What follows belongs to an exercise in optimizing a design on an open flow for a short achievable clock period and few clock cycles; a production flow would make more cautious choices. Function was checked by simulation only, so behaviour that the tests miss may differ from the original. Power and IR drop assume default switching activity.

==> design.v <==
`default_nettype none
package cpuPkg;
	localparam int dataW = 16;
	localparam int regAddrW = 4;
	localparam int regCount = 1 << regAddrW;
	typedef enum logic [3:0] {
		ADD = 4'h0,
		SUB = 4'h1,
		XOR = 4'h2,
		AND = 4'h3,
		LW  = 4'h8,
		SW  = 4'h9,
		LHB = 4'ha,
		LLB = 4'hb,
		B   = 4'hc,
		HLT = 4'hf
	} opcodeE;
	typedef struct packed {
		opcodeE opcode;
		logic [regAddrW-1:0] rd;
		logic [regAddrW-1:0] rs;
		logic [regAddrW-1:0] rt;
	} rTypeT;
	typedef struct packed {
		opcodeE opcode;
		logic [regAddrW-1:0] rd;
		logic [7:0] imm8;
	} immTypeT;
	typedef struct packed {
		opcodeE opcode;
		logic [2:0] cond;
		logic signed [8:0] offset;
	} brTypeT;
	typedef union packed {
		rTypeT rType;
		immTypeT immType;
		brTypeT brType;
	} instrU;
	typedef struct packed {
		logic n;
		logic v;
		logic z;
	} flagsT;
	typedef struct packed {
		logic valid;
		instrU instr;
		logic [dataW-1:0] pcNext;
		logic [dataW-1:0] srcA;
		logic [dataW-1:0] srcB;
		logic [regAddrW-1:0] rsIdx;
		logic [regAddrW-1:0] rtIdx;
		logic regWrite;
		logic memRead;
		logic memWrite;
		logic isBranch;
		logic isHalt;
	} decExT;
	typedef struct packed {
		logic valid;
		logic [dataW-1:0] aluOut;
		logic [dataW-1:0] storeData;
		logic [regAddrW-1:0] rd;
		logic regWrite;
		logic memRead;
		logic memWrite;
		logic isHalt;
	} exResT;
	typedef struct packed {
		logic [dataW-1:0] addr;
		logic [dataW-1:0] wdata;
		logic write;
	} memCmdT;
	typedef struct packed {
		logic en;
		logic [regAddrW-1:0] rd;
		logic [dataW-1:0] data;
	} wbT;
	localparam logic [2:0] NE = 3'b000;
	localparam logic [2:0] EQ = 3'b001;
	localparam logic [2:0] GT = 3'b010;
	localparam logic [2:0] LT = 3'b011;
	localparam logic [2:0] GE = 3'b100;
	localparam logic [2:0] LE = 3'b101;
	localparam logic [2:0] OV = 3'b110;
	localparam logic [2:0] UN = 3'b111;
endpackage
`default_nettype wire
`timescale 1ns/1ns
`default_nettype none
module registerFile (
	input wire logic clk,
	input wire logic arstN,
	input wire logic [cpuPkg::regAddrW-1:0] rsIdx,
	input wire logic [cpuPkg::regAddrW-1:0] rtIdx,
	input wire cpuPkg::wbT wb,
	output logic [cpuPkg::dataW-1:0] rsData,
	output logic [cpuPkg::dataW-1:0] rtData
);
	logic [cpuPkg::dataW-1:0] regs [1:cpuPkg::regCount-1];
	function automatic logic [cpuPkg::dataW-1:0] readPort(input logic [cpuPkg::regAddrW-1:0] idx);
		if (idx == '0)
			readPort = '0;
		else if (wb.en && wb.rd == idx)
			readPort = wb.data;
		else
			readPort = regs[idx];
	endfunction
	always_ff @(posedge clk or negedge arstN) begin
		if (!arstN) begin
			for (int i = 1; i < cpuPkg::regCount; i++)
				regs[i] <= '0;
		end else if (wb.en && wb.rd != '0) begin
			regs[wb.rd] <= wb.data;
		end
	end
	always_comb begin
		rsData = readPort(rsIdx);
		rtData = readPort(rtIdx);
	end
endmodule
`default_nettype wire
`timescale 1ns/1ns
`default_nettype none
module decodeStage (
	input wire logic clk,
	input wire logic arstN,
	input wire logic stall,
	input wire logic redirect,
	input wire logic [cpuPkg::dataW-1:0] redirectPc,
	input wire logic halted,
	input wire cpuPkg::instrU instr,
	output logic [cpuPkg::dataW-1:0] pc,
	output logic [cpuPkg::regAddrW-1:0] rsIdx,
	output logic [cpuPkg::regAddrW-1:0] rtIdx,
	input wire logic [cpuPkg::dataW-1:0] rsData,
	input wire logic [cpuPkg::dataW-1:0] rtData,
	output cpuPkg::decExT decEx
);
	logic [cpuPkg::dataW-1:0] pcReg;
	logic fetchStop;
	cpuPkg::opcodeE op;
	cpuPkg::decExT nextEntry;
	assign pc = pcReg;
	assign op = instr.rType.opcode;
	always_comb begin
		rsIdx = '0;
		rtIdx = '0;
		case (op)
			cpuPkg::ADD, cpuPkg::SUB, cpuPkg::AND, cpuPkg::XOR: begin
				rsIdx = instr.rType.rs;
				rtIdx = instr.rType.rt;
			end
			cpuPkg::LW:
				rsIdx = instr.rType.rs;
			cpuPkg::SW: begin
				rsIdx = instr.rType.rs;
				rtIdx = instr.rType.rd;
			end
			cpuPkg::LHB:
				rtIdx = instr.immType.rd;
			default: begin
			end
		endcase
	end
	always_comb begin
		nextEntry = '0;
		nextEntry.valid = 1'b1;
		nextEntry.instr = instr;
		nextEntry.pcNext = pcReg + 16'd1;
		nextEntry.srcA = rsData;
		nextEntry.srcB = rtData;
		nextEntry.rsIdx = rsIdx;
		nextEntry.rtIdx = rtIdx;
		nextEntry.regWrite = (op == cpuPkg::ADD) || (op == cpuPkg::SUB) || (op == cpuPkg::AND)
			|| (op == cpuPkg::XOR) || (op == cpuPkg::LW) || (op == cpuPkg::LLB) || (op == cpuPkg::LHB);
		nextEntry.memRead = (op == cpuPkg::LW);
		nextEntry.memWrite = (op == cpuPkg::SW);
		nextEntry.isBranch = (op == cpuPkg::B);
		nextEntry.isHalt = (op == cpuPkg::HLT);
	end
	always_ff @(posedge clk or negedge arstN) begin
		if (!arstN) begin
			pcReg <= '0;
			fetchStop <= 1'b0;
			decEx <= '0;
		end else if (!stall) begin
			if (redirect) begin
				pcReg <= redirectPc;
				decEx.valid <= 1'b0;
			end else if (!halted && !fetchStop) begin
				pcReg <= nextEntry.pcNext;
				decEx <= nextEntry;
				fetchStop <= nextEntry.isHalt;
			end else begin
				decEx.valid <= 1'b0;
			end
		end
	end
endmodule
`default_nettype wire
`timescale 1ns/1ns
`default_nettype none
module executeStage (
	input wire logic clk,
	input wire logic arstN,
	input wire logic stall,
	input wire cpuPkg::decExT decEx,
	input wire cpuPkg::wbT wb,
	output cpuPkg::exResT exRes,
	output logic redirect,
	output logic [cpuPkg::dataW-1:0] redirectPc
);
	cpuPkg::flagsT flags;
	cpuPkg::flagsT aluFlags;
	cpuPkg::opcodeE op;
	logic [cpuPkg::dataW-1:0] opA;
	logic [cpuPkg::dataW-1:0] opB;
	logic [cpuPkg::dataW-1:0] aluOut;
	logic [cpuPkg::dataW:0] wide;
	logic setFlags;
	logic taken;
	logic [cpuPkg::dataW-1:0] brOffset;
	cpuPkg::exResT nextRes;
	assign op = decEx.instr.rType.opcode;
	assign opA = (wb.en && wb.rd != '0 && wb.rd == decEx.rsIdx) ? wb.data : decEx.srcA;
	assign opB = (wb.en && wb.rd != '0 && wb.rd == decEx.rtIdx) ? wb.data : decEx.srcB;
	always_comb begin
		wide = '0;
		aluOut = '0;
		setFlags = 1'b0;
		aluFlags = flags;
		case (op)
			cpuPkg::ADD, cpuPkg::SUB: begin
				if (op == cpuPkg::ADD)
					wide = {opA[cpuPkg::dataW-1], opA} + {opB[cpuPkg::dataW-1], opB};
				else
					wide = {opA[cpuPkg::dataW-1], opA} - {opB[cpuPkg::dataW-1], opB};
				setFlags = 1'b1;
				if (wide[cpuPkg::dataW] != wide[cpuPkg::dataW-1]) begin
					aluOut = wide[cpuPkg::dataW] ? 16'h8000 : 16'h7fff;
					aluFlags.v = 1'b1;
				end else begin
					aluOut = wide[cpuPkg::dataW-1:0];
					aluFlags.v = 1'b0;
				end
			end
			cpuPkg::AND: begin
				aluOut = opA & opB;
				setFlags = 1'b1;
				aluFlags.v = 1'b0;
			end
			cpuPkg::XOR: begin
				aluOut = opA ^ opB;
				setFlags = 1'b1;
				aluFlags.v = 1'b0;
			end
			cpuPkg::LW, cpuPkg::SW:
				aluOut = opA + {12'b0, decEx.instr.rType.rt};
			cpuPkg::LLB:
				aluOut = {8'h00, decEx.instr.immType.imm8};
			cpuPkg::LHB:
				aluOut = {decEx.instr.immType.imm8, opB[7:0]};
			default: begin
			end
		endcase
		aluFlags.n = aluOut[cpuPkg::dataW-1];
		aluFlags.z = (aluOut == '0);
	end
	always_comb begin
		taken = 1'b0;
		case (decEx.instr.brType.cond)
			cpuPkg::NE: taken = !flags.z;
			cpuPkg::EQ: taken = flags.z;
			cpuPkg::GT: taken = !flags.z && !flags.n;
			cpuPkg::LT: taken = flags.n;
			cpuPkg::GE: taken = flags.z || !flags.n;
			cpuPkg::LE: taken = flags.n || flags.z;
			cpuPkg::OV: taken = flags.v;
			cpuPkg::UN: taken = 1'b1;
		endcase
	end
	assign brOffset = {{(cpuPkg::dataW-9){decEx.instr.brType.offset[8]}}, decEx.instr.brType.offset};
	assign redirectPc = decEx.pcNext + brOffset;
	assign redirect = decEx.valid && decEx.isBranch && taken && !stall;
	always_comb begin
		nextRes.valid = decEx.valid;
		nextRes.aluOut = aluOut;
		nextRes.storeData = opB;
		nextRes.rd = decEx.instr.rType.rd;
		nextRes.regWrite = decEx.regWrite;
		nextRes.memRead = decEx.memRead;
		nextRes.memWrite = decEx.memWrite;
		nextRes.isHalt = decEx.isHalt;
	end
	always_ff @(posedge clk or negedge arstN) begin
		if (!arstN) begin
			flags <= '0;
			exRes <= '0;
		end else if (!stall) begin
			if (decEx.valid && setFlags)
				flags <= aluFlags;
			exRes <= nextRes;
		end
	end
endmodule
`default_nettype wire
`timescale 1ns/1ns
`default_nettype none
module resultStage (
	input wire logic clk,
	input wire logic arstN,
	input wire cpuPkg::exResT exRes,
	output logic memReq,
	output cpuPkg::memCmdT memCmd,
	input wire logic memAck,
	input wire logic [cpuPkg::dataW-1:0] memRdata,
	output cpuPkg::wbT wb,
	output logic stall,
	output logic halted,
	output logic hlt
);
	typedef enum logic [1:0] {
		stIdle,
		stReq,
		stRelease
	} stateE;
	stateE state;
	stateE stateNext;
	logic memOp;
	logic retire;
	logic aluWrite;
	logic haltReg;
	assign memOp = exRes.valid && (exRes.memRead || exRes.memWrite);
	assign retire = (state == stReq) && memAck;
	assign memReq = (state == stReq);
	assign stall = memOp && !retire;
	always_comb begin
		memCmd.addr = exRes.aluOut;
		memCmd.wdata = exRes.storeData;
		memCmd.write = exRes.memWrite;
	end
	always_comb begin
		stateNext = state;
		case (state)
			stIdle:
				if (memOp && !memAck && !haltReg)
					stateNext = stReq;
			stReq:
				if (memAck)
					stateNext = stRelease;
			stRelease:
				if (!memAck)
					stateNext = (memOp && !haltReg) ? stReq : stIdle;
			default:
				stateNext = stIdle;
		endcase
	end
	assign aluWrite = exRes.valid && exRes.regWrite && !exRes.memRead;
	always_comb begin
		wb.en = aluWrite || (retire && exRes.memRead);
		wb.rd = exRes.rd;
		wb.data = exRes.memRead ? memRdata : exRes.aluOut;
	end
	always_ff @(posedge clk or negedge arstN) begin
		if (!arstN) begin
			state <= stIdle;
			haltReg <= 1'b0;
		end else begin
			state <= stateNext;
			if (exRes.valid && exRes.isHalt)
				haltReg <= 1'b1;
		end
	end
	assign halted = haltReg;
	assign hlt = haltReg;
endmodule
`default_nettype wire
`timescale 1ns/1ns
`default_nettype none
module cpu (
	input wire logic clk,
	input wire logic arstN,
	output logic [cpuPkg::dataW-1:0] pc,
	input wire cpuPkg::instrU instr,
	output logic memReq,
	output cpuPkg::memCmdT memCmd,
	input wire logic memAck,
	input wire logic [cpuPkg::dataW-1:0] memRdata,
	output logic hlt
);
	cpuPkg::decExT decEx;
	cpuPkg::exResT exRes;
	cpuPkg::wbT wb;
	logic [cpuPkg::regAddrW-1:0] rsIdx;
	logic [cpuPkg::regAddrW-1:0] rtIdx;
	logic [cpuPkg::dataW-1:0] rsData;
	logic [cpuPkg::dataW-1:0] rtData;
	logic redirect;
	logic [cpuPkg::dataW-1:0] redirectPc;
	logic stall;
	logic halted;
	decodeStage decode0 (
		.clk(clk),
		.arstN(arstN),
		.stall(stall),
		.redirect(redirect),
		.redirectPc(redirectPc),
		.halted(halted),
		.instr(instr),
		.pc(pc),
		.rsIdx(rsIdx),
		.rtIdx(rtIdx),
		.rsData(rsData),
		.rtData(rtData),
		.decEx(decEx)
	);
	registerFile regFile0 (
		.clk(clk),
		.arstN(arstN),
		.rsIdx(rsIdx),
		.rtIdx(rtIdx),
		.wb(wb),
		.rsData(rsData),
		.rtData(rtData)
	);
	executeStage execute0 (
		.clk(clk),
		.arstN(arstN),
		.stall(stall),
		.decEx(decEx),
		.wb(wb),
		.exRes(exRes),
		.redirect(redirect),
		.redirectPc(redirectPc)
	);
	resultStage result0 (
		.clk(clk),
		.arstN(arstN),
		.exRes(exRes),
		.memReq(memReq),
		.memCmd(memCmd),
		.memAck(memAck),
		.memRdata(memRdata),
		.wb(wb),
		.stall(stall),
		.halted(halted),
		.hlt(hlt)
	);
endmodule
`default_nettype wire
==> run.sh <==
#!/bin/bash
# synth_recipe.tcl (not shown) runs the flow's synth.tcl, then flattens the netlist and writes it again
# the make line also repeats each setting of config.mk as NAME=value (left out here)
make -C /OpenROAD-flow-scripts/flow DESIGN_CONFIG=/design/flow/config.mk WORK_HOME=/design/flow/orfs CLKGATE_MAP_FILE= SYNTH_SCRIPT=/design/flow/synth_recipe.tcl finish
==> config.mk <==
export PLATFORM = sky130hd
export DESIGN_NAME = cpu
export DESIGN_NICKNAME = cpu
export VERILOG_FILES = /design/flow/design.v
export SDC_FILE = /design/flow/constraint.sdc
export NUM_CORES = 4
export LEC_CHECK = 0
export CAP_MARGIN = 20
export CORE_MARGIN = 2
export CORE_UTILIZATION = 40
export SLEW_MARGIN = 20
==> constraint.sdc <==
create_clock -name core_clock -period 7.2 [get_ports {clk}]
set_input_delay 1.4400 -clock core_clock [delete_from_list [all_inputs] [get_ports {clk}]]
set_output_delay 1.4400 -clock core_clock [all_outputs]
set_load 0.01 [all_outputs]
==> out/results.tsv <==
stage	metric	value	unit
final_layout	multiInputGateArea	11400	um^2
clocking	htree_levels	2	
pwr	vdd_drop_max	178	uV
floorplanning	dieArea	56500	um^2
floorplanning	die_x	238	um
clocking	cts_buffer_depth	3	
pwr	power.total	4.63	mW
place	post-place-ws	-0.0401	ns
sta	finalSetupViolations	0	
detailed_routing	drt-wirelength-per-cell	25.5	um
synthesis	ys_ff_latch	381	
sta	slew_violations	0	
sta	fin_worst_skew	0.0446	ns
critical_path	cp.depth	25	
critical_path	required	7.65	ns
critical_path	reg2reg_depth	25	
pwr	power_density	185	nW/um^2
synthesis	syn-num-nets	2554	
sta	worst_slack	0.482	ns
place	hpwl	54.2	mm
detailed_routing	post-route-drc-count	0	
critical_path	crit_arrival	7.17	ns
synthesis	syn-instance-count	2463	
clocking	clock_sinks	381	
critical_path	worst_setup_path_start_kind	input pin	
global_route	grt-ovfl-total	0	
floorplanning	core_area	53900	um^2
final_layout	fin_cells	3210	
sta	hold_violations	0	
final_layout	drive_above_1_share	0.111	
outcome	status	finished clean	
min_path	whs_path_depth	2	
pwr	p_leak	11.1	nW
final_layout	final_core_util	0.465	
floorplanning	die_height	238	um
global_route	antenna_found_initial	0	
critical_path	critPathLaunch	memAck	
detailed_routing	drt-vias-per-instance	6.25	
final_layout	antenna_cells	0	
critical_path	critPathMaxStageDelay	0.85	ns
synthesis	ys_seq_area_frac	0.437	
synthesis	yosysUniqueCellTypes	82	
sta	whs	0.460	ns
critical_path	path_class	input pin to flop	
global_route	grt_max_degree	145	
critical_path	end_kind	flop	
critical_path	critical-path-top-delay-family	compound AO/OA/AOI/OAI gates	
clocking	cts_tree	yes	
sta	finalCritPeriodShare	0.933	
critical_path	path_max_fanout	11	
final_layout	seq_area	9530	um^2
sta	grt_setup_unrepaired	no	
clocking	cts_resized	0	
clocking	cts_hold_buf	0	
min_path	worst_hold_path_type	flop to flop	
detailed_routing	via_count	20100	
synthesis	ys_warn_count	5	
synthesis	yosys_most_used_dff	dfrtp_1	
floorplanning	core.rowCount	85	
flow_run	maxCapViolCount	0	
sta	tightest_slew	1.24	ns
sta	fmax	149	MHz
floorplanning	start_util	0.405	
critical_path	crit_buf_inv	3	
synthesis	synth_edf_count	0	
synthesis	syn_area_per_cell	8.87	um^2
place	place_congestion	0.965	
clocking	cts_made_buffers	44	
critical_path	cp_slowest_cell	a31oi_1	
detailed_routing	drt_pass1_iterations	8	
detailed_routing	wl	81.7	mm
final_layout	finalNetCount	2571	
min_path	hp-start	execute0.exRes[3]	
clocking	clk_latency	0.61	ns
synthesis	synthArstFlopShare	1.00	
sta	slew-limit-headroom	0.164	
clocking	clk_pin_slew	0.06	ns
clocking	postCtsSetupRepairBufs	0	
critical_path	timing.rr.start	execute0.exRes[6]	
detailed_routing	drt_iter0_drc	2317	
place	numPortBuffers	85	
critical_path	cpMostUsedCell	o21ai_0	
floorplanning	pin_count	86	
global_route	grt_pass1_wl	123	mm
sta	post-route-min-period	6.72	ns
final_layout	area_delta_synth_final	14.8	%
global_route	first_global_vias	19400	
global_route	grtUsageTotal	0.287	
synthesis	netlist_area	21800	um^2
detailed_routing	ant_nets	0	
clocking	cts-root-buf	clkbuf_16	
final_layout	nFillCells	5113	
place	numPlacedInstances	3130	
cell usage in the layout, fill, tap and decap left out, types with 37 or more instances in the layout:
cell	instances
a21oi_1	261
a22o_1	55
a22oi_1	107
buf_4	97
clkbuf_16	44
clkdlybuf4s50_1	82
dfrtp_1	381
ha_1	53
inv_1	37
nand2_1	243
nand3_1	56
nor2_1	282
nor3_1	37
o21ai_0	190
xnor2_1	67
logic make-up (layout without fill, tap and decap cells):
logic type                 count (synthesis)  after routing  share of synthesized area
muxes                                     77             77                     0.0394
adders and majority gates                 58             58                     0.0340
DFF                                      381            381                      0.437
AOI/OAI and AO/OA                        814            814                      0.241
buffers and inverters                    253            304                     0.0503
xor gates and xnor gates                  96             96                     0.0385
and+or+nand+nor                          784            784                      0.160
layout make-up:
| cell class | count | share of cell area |
|---|---|---|
| Clock inverter | 14 | 0.00798 |
| Inverter | 39 | 0.00584 |
| Timing Repair Buffer | 185 | 0.0652 |
| Tap cell | 696 | 0.0347 |
| Sequential cell | 381 | 0.380 |
| Clock buffer | 66 | 0.0512 |
| Multi-Input combinational cell | 1829 | 0.455 |
per-layer routing:
metal | GRT usage | up-vias | share of wire
li1 | - | 8981 | -
met1 | 0.370 | 9680 | 0.40
met2 | 0.446 | 1096 | 0.45
met3 | 0.0730 | 302 | 0.093
met4 | 0.141 | 2 | 0.053
met5 | 0.0121 | - | 0.0012
where the power goes:
group	switching (mW)	leakage [nW]	internal [mW]
clock network	0.952	0.730	1.35
registers	0.000000000000000226	5.31	2.14
logic	0.141	5.09	0.0450
total	1.09	11.1	3.54
stage by stage:
| step | area [um^2] | setup TNS [ns] |
|---|---|---|
| after detailed placement | 23600 | -0.0401 |
| after CTS | 25100 | 0 |
| after global routing | 25100 | 0 |
| final | 25100 | 0 |
| after floorplan | 21800 | 0 |
| after global placement | 23600 | 0 |
cell usage after synthesis, types with 20 or more instances:
| cell type | instances | area [um^2] |
|---|---|---|
| a222oi_1 | 35 | 350 |
| dfrtp_1 | 381 | 9530 |
| buf_4 | 34 | 255 |
| nand4_1 | 28 | 175 |
| a22o_1 | 55 | 482 |
| nor3_1 | 45 | 225 |
| clkbuf_1 | 166 | 623 |
| xor2_1 | 29 | 254 |
| mux2i_1 | 41 | 410 |
| mux2_2 | 32 | 360 |
| a21oi_1 | 262 | 1310 |
| a22oi_1 | 107 | 803 |
| o21ai_0 | 190 | 951 |
| ha_1 | 53 | 663 |
| a221oi_1 | 35 | 307 |
| inv_1 | 37 | 139 |
| nand2_1 | 244 | 916 |
| xnor2_1 | 67 | 587 |
| nand3_1 | 56 | 280 |
| nand2b_1 | 20 | 125 |
| nor2_1 | 297 | 1110 |
registers in the layout, indices dropped and copies added, names as in the netlist:
signal	count
result0.haltReg	1
regFile0.regs	240
execute0.exRes	41
execute0.flags	3
decode0.pcReg	16
result0.state	2
decode0.decEx	78
final timing paths:
kind | to | slack (ns)
setup / recovery | execute0.flags[0] | 0.48
hold / removal | execute0.exRes[3] | 0.46
setup reg to reg | execute0.flags[0] | 0.77
hold reg to reg | execute0.exRes[3] | 0.46
max in group asynchronous | regFile0.regs[8][14] | 5.01
min in group asynchronous | decode0.decEx[56] | 0.87
tightest hold or removal path: cells and delay by family, from the launching register on:
| kind | cells | cell delay (ns) |
|---|---|---|
| and+or+nand+nor | 2 | 0.10 |
| DFF | 1 | 0.33 |
Testbench counts, summed over its fixed seeds: cycles 51,580.

## separate check: timing with driven ports
The flow's constraints put no driver on any port. The routed layout listed below was extracted and timed again, unchanged, in two steps. Step 1: set_driving_cell puts a clkbuf_16 on clk and a buf_2 on each other input, an assumption about the parent block. Step 2 also shifts input and output timing later by t, the mid clock arrival at the registers, as if the neighbouring blocks saw the same clock. a / b / c = ideal / step 1 / step 2; a / b = the first two.
t (ns): 0.649
setup WS [ns]: 0.482 / 0.520 / -0.128
clock arrival spread, ns: 0.046 / 0.045
With both steps, setup timing fails in this run, where it was met with ideal ports. The setup slack of this run moves by +0.038 ns with the drivers and by -0.610 ns with both steps.
